Background: an optimization exercise with open tools, aiming at small area, a short achievable clock period and few clock cycles per item. Do not read the settings as production practice. In this exercise RTL edits were held to simulation tests only and were not proved equivalent to the original. No activity file was given, so power comes from the tool's default toggle rates.

// scalar_warp_core
module scalar_warp_core
(
    input  logic      clk,
    input  logic      reset,
    input  logic      instr_valid,
    input  isa_pkg::instr_t    instr,
    input  logic      result_credit,
    output logic      instr_credit,
    output logic      result_valid,
    output warp_types_pkg::reg_addr_t result_rd,
    output warp_types_pkg::data_t     result_data,
    output warp_types_pkg::data_t     warp_execution_mask
);
    logic [31:0] q0, q1;           
    logic        v0, v1;
    logic [3:0]  s1hi, s2hi;       
    logic [7:0]  s1lo, s2lo;
    logic        e_v;
    logic [4:0]  e_rd;
    logic        e_we;
    logic [31:0] e_p, e_g;         
    logic        e_c;
    logic [4:0]  e_op;             
    logic        o_v;
    logic [4:0]  o_rd;
    logic        o_we;
    logic [31:0] o_d;
    logic [31:0] r_d;              
    logic [4:0]  r_rd;             
    logic [1:0]  credits;
    logic [7:0]  pc;
    logic        stall_r;          
    logic        send_r;           
    logic        efree_r;          
    logic        dgo_r;            
    logic        q0load_r;         
    logic        wen_r;            
    assign instr_credit = dgo_r;
    assign result_valid = send_r;
    assign result_rd    = r_rd;
    assign result_data  = r_d;
  ...
For scale: about 4,400 cells after synthesis, ~1,300 flip-flops, about 110 I/O pins.
clock: 14.0 ns
lec_check: 0
cap_margin: 20
core_margin: 2
core_utilization: 40
cts_cluster_diameter: 80
cts_cluster_size: 24
gpl_routability_driven: 1
place_density: 0.5
slew_margin: 20
standard.sh (not shown) runs the stock make flow with config.mk's settings and CLKGATE_MAP_FILE= SYNTH_SCRIPT=/design/flow/synth_recipe.tcl, a recipe that flattens the netlist after the stock synthesis.
==> flow/flow/run.sh <==
#!/bin/bash
# The standard layout (the standard.sh, unchanged synthesis), with the
# timing repair steps aiming for a larger setup slack than the default.
set -euo pipefail
bash standard.sh SETUP_SLACK_MARGIN=10 finish > standard_flow.log 2>&1
Testbench counts at the start, summed over its fixed seeds: cycles 3,351, items 3,200.
Edit:
- CTS_CLUSTER_DIAMETER: 80 -> unset
- CTS_CLUSTER_SIZE: 24 -> unset
The changed run completed with no timing, DRC or antenna violations. Non-clock buffer count decreases by 1. Via count increases by 1.2%. Routed wire length increases by 0.68%. Design area increases by 3.7%. Total power increases by 18%. Maximum frequency decreases by 1.7%. Sequential power hardly moves. Final cell count increases by 2.0%. Sequential share of layout area decreases by 2.0 points. Clock power increases by 51%. Combinational power increases by about 2%.
Edit:
==> flow/flow/run.sh (replaced) <==
#!/bin/bash
# The standard layout (the standard.sh, unchanged synthesis), with the
# timing repair steps aiming for a larger setup slack than the default and
# allowed to resize cells to other footprints.
set -euo pipefail
bash standard.sh SETUP_SLACK_MARGIN=10 MATCH_CELL_FOOTPRINT=0 finish > standard_flow.log 2>&1
Effect: Routed wire length hardly moves. Maximum frequency hardly moves. Power hardly moves. Register-to-register slack stays flat.
Edit:
==> flow/flow/run.sh (replaced) <==
#!/bin/bash
# The standard layout (the standard.sh, unchanged synthesis), with the
# timing repair steps aiming for a larger setup slack than the default.
set -euo pipefail
bash standard.sh SETUP_SLACK_MARGIN=10 finish > standard_flow.log 2>&1
- CTS_CLUSTER_DIAMETER: unset -> 80
- CTS_CLUSTER_SIZE: unset -> 20
Effect: The new run ran to the end with no violations; combinational power hardly moves; via count decreases by 1.2%; final area is lower by 3.2%; sequential cell count is unchanged; global-route usage shrinks by 0.35 points; wire length came out lower by 0.72%; first-iteration DRC count rises by 1.3%; die area stays the same.


== v14 ==
Another version of the RTL of scalar_warp_core (not shown whole).
Size in the first run: ~4500 cells after synthesis, ~1300 flip-flops, roughly 110 I/O pins, roughly 0.058 sq mm of cells after synthesis.
==> flow/config.mk <==
export PLATFORM = sky130hd
export DESIGN_NAME = scalar_warp_core
export DESIGN_NICKNAME = scalar_warp_core
export VERILOG_FILES = /design/flow/design.v
export SDC_FILE = /design/flow/constraint.sdc
export NUM_CORES = 4
export LEC_CHECK = 0
export CAP_MARGIN = 20
export CORE_MARGIN = 2
export CORE_UTILIZATION = 40
export CTS_CLUSTER_DIAMETER = 80
export CTS_CLUSTER_SIZE = 20
export GPL_ROUTABILITY_DRIVEN = 1
export PLACE_DENSITY = 0.5
export SLEW_MARGIN = 20
==> flow/constraint.sdc <==
create_clock -name core_clock -period 14.0 [get_ports {clk}]
set_input_delay 2.8000 -clock core_clock [delete_from_list [all_inputs] [get_ports {clk}]]
set_output_delay 2.8000 -clock core_clock [all_outputs]
set_load 0.01 [all_outputs]
==> flow/flow/run.sh <==
#!/bin/bash
# The standard layout (the standard.sh, unchanged synthesis), with the
# timing repair steps aiming for a larger setup slack than the default.
set -euo pipefail
bash standard.sh SETUP_SLACK_MARGIN=10 finish > standard_flow.log 2>&1
No stage failed in v14, and the final checks on the layout all came back clean.
Testbench counts of v14, summed over its fixed seeds: cycles 3,351, items 3,200.
Relative to v14, the following input files were edited for v8:
Settings: removing CTS_CLUSTER_SIZE (formerly 20); removing CTS_CLUSTER_DIAMETER (formerly 80).
## What came out
[compare] base=v14 new=v8: hold slack now sits lower; clock period minus final worst setup slack now sits higher; sequential share of layout area now sits lower; switching power as a share of total power now sits lower; number of nets in the finished design now sits higher.
Comparing v8 and v14, the higher total of clock buffers placed in the layout was measured on v8.

re-timing with driven ports:
The flow's constraints put no driver on any port. The routed layouts listed below were extracted and timed again, unchanged, in two steps. Step 1, drivers: a clkbuf_16 drives clk and a buf_2 each remaining input, both assumed. Step 2 adds t to the input delays and takes it off the output delays; t is the mean of the earliest and latest rising clock arrival at the registers after step 1. Input paths then give back, and output paths get back, about the clock's delay inside the block. Slacks: ideal ports / drivers / drivers and shift; pairs: ideal ports / drivers.
| run | shift t [ns] | setup WS [ns] | hold slack, ns | worst setup path after step 2 | worst data-port slew with drivers (ns) |
|---|---|---|---|---|---|
| the first run of note 1 | 0.790 | 9.830 / 9.830 / 9.396 | 0.482 / 0.482 / 0.482 | input to register | 0.05 |
| the second run of note 1 | 0.849 | 9.757 / 9.757 / 9.350 | 0.478 / 0.478 / 0.478 | input to register | 0.06 |
| the third run of note 1 | 0.849 | 9.765 / 9.765 / 9.339 | 0.480 / 0.480 / 0.480 | input to register | 0.06 |
| the fourth run of note 1 | 0.819 | 9.786 / 9.786 / 9.373 | 0.483 / 0.483 / 0.483 | input to register | 0.06 |
| v14 | 0.803 | 9.935 / 9.848 / 9.361 | 0.478 / 0.478 / 0.478 | input to register | 0.10 |
| v8 | 0.873 | 9.825 / 9.785 / 9.290 | 0.473 / 0.473 / 0.473 | input to register | 0.10 |
After both steps setup and hold are still met in every run listed. The setup slack of v14, which loses most, moves by -0.087 ns with the drivers and by -0.574 ns with both steps.
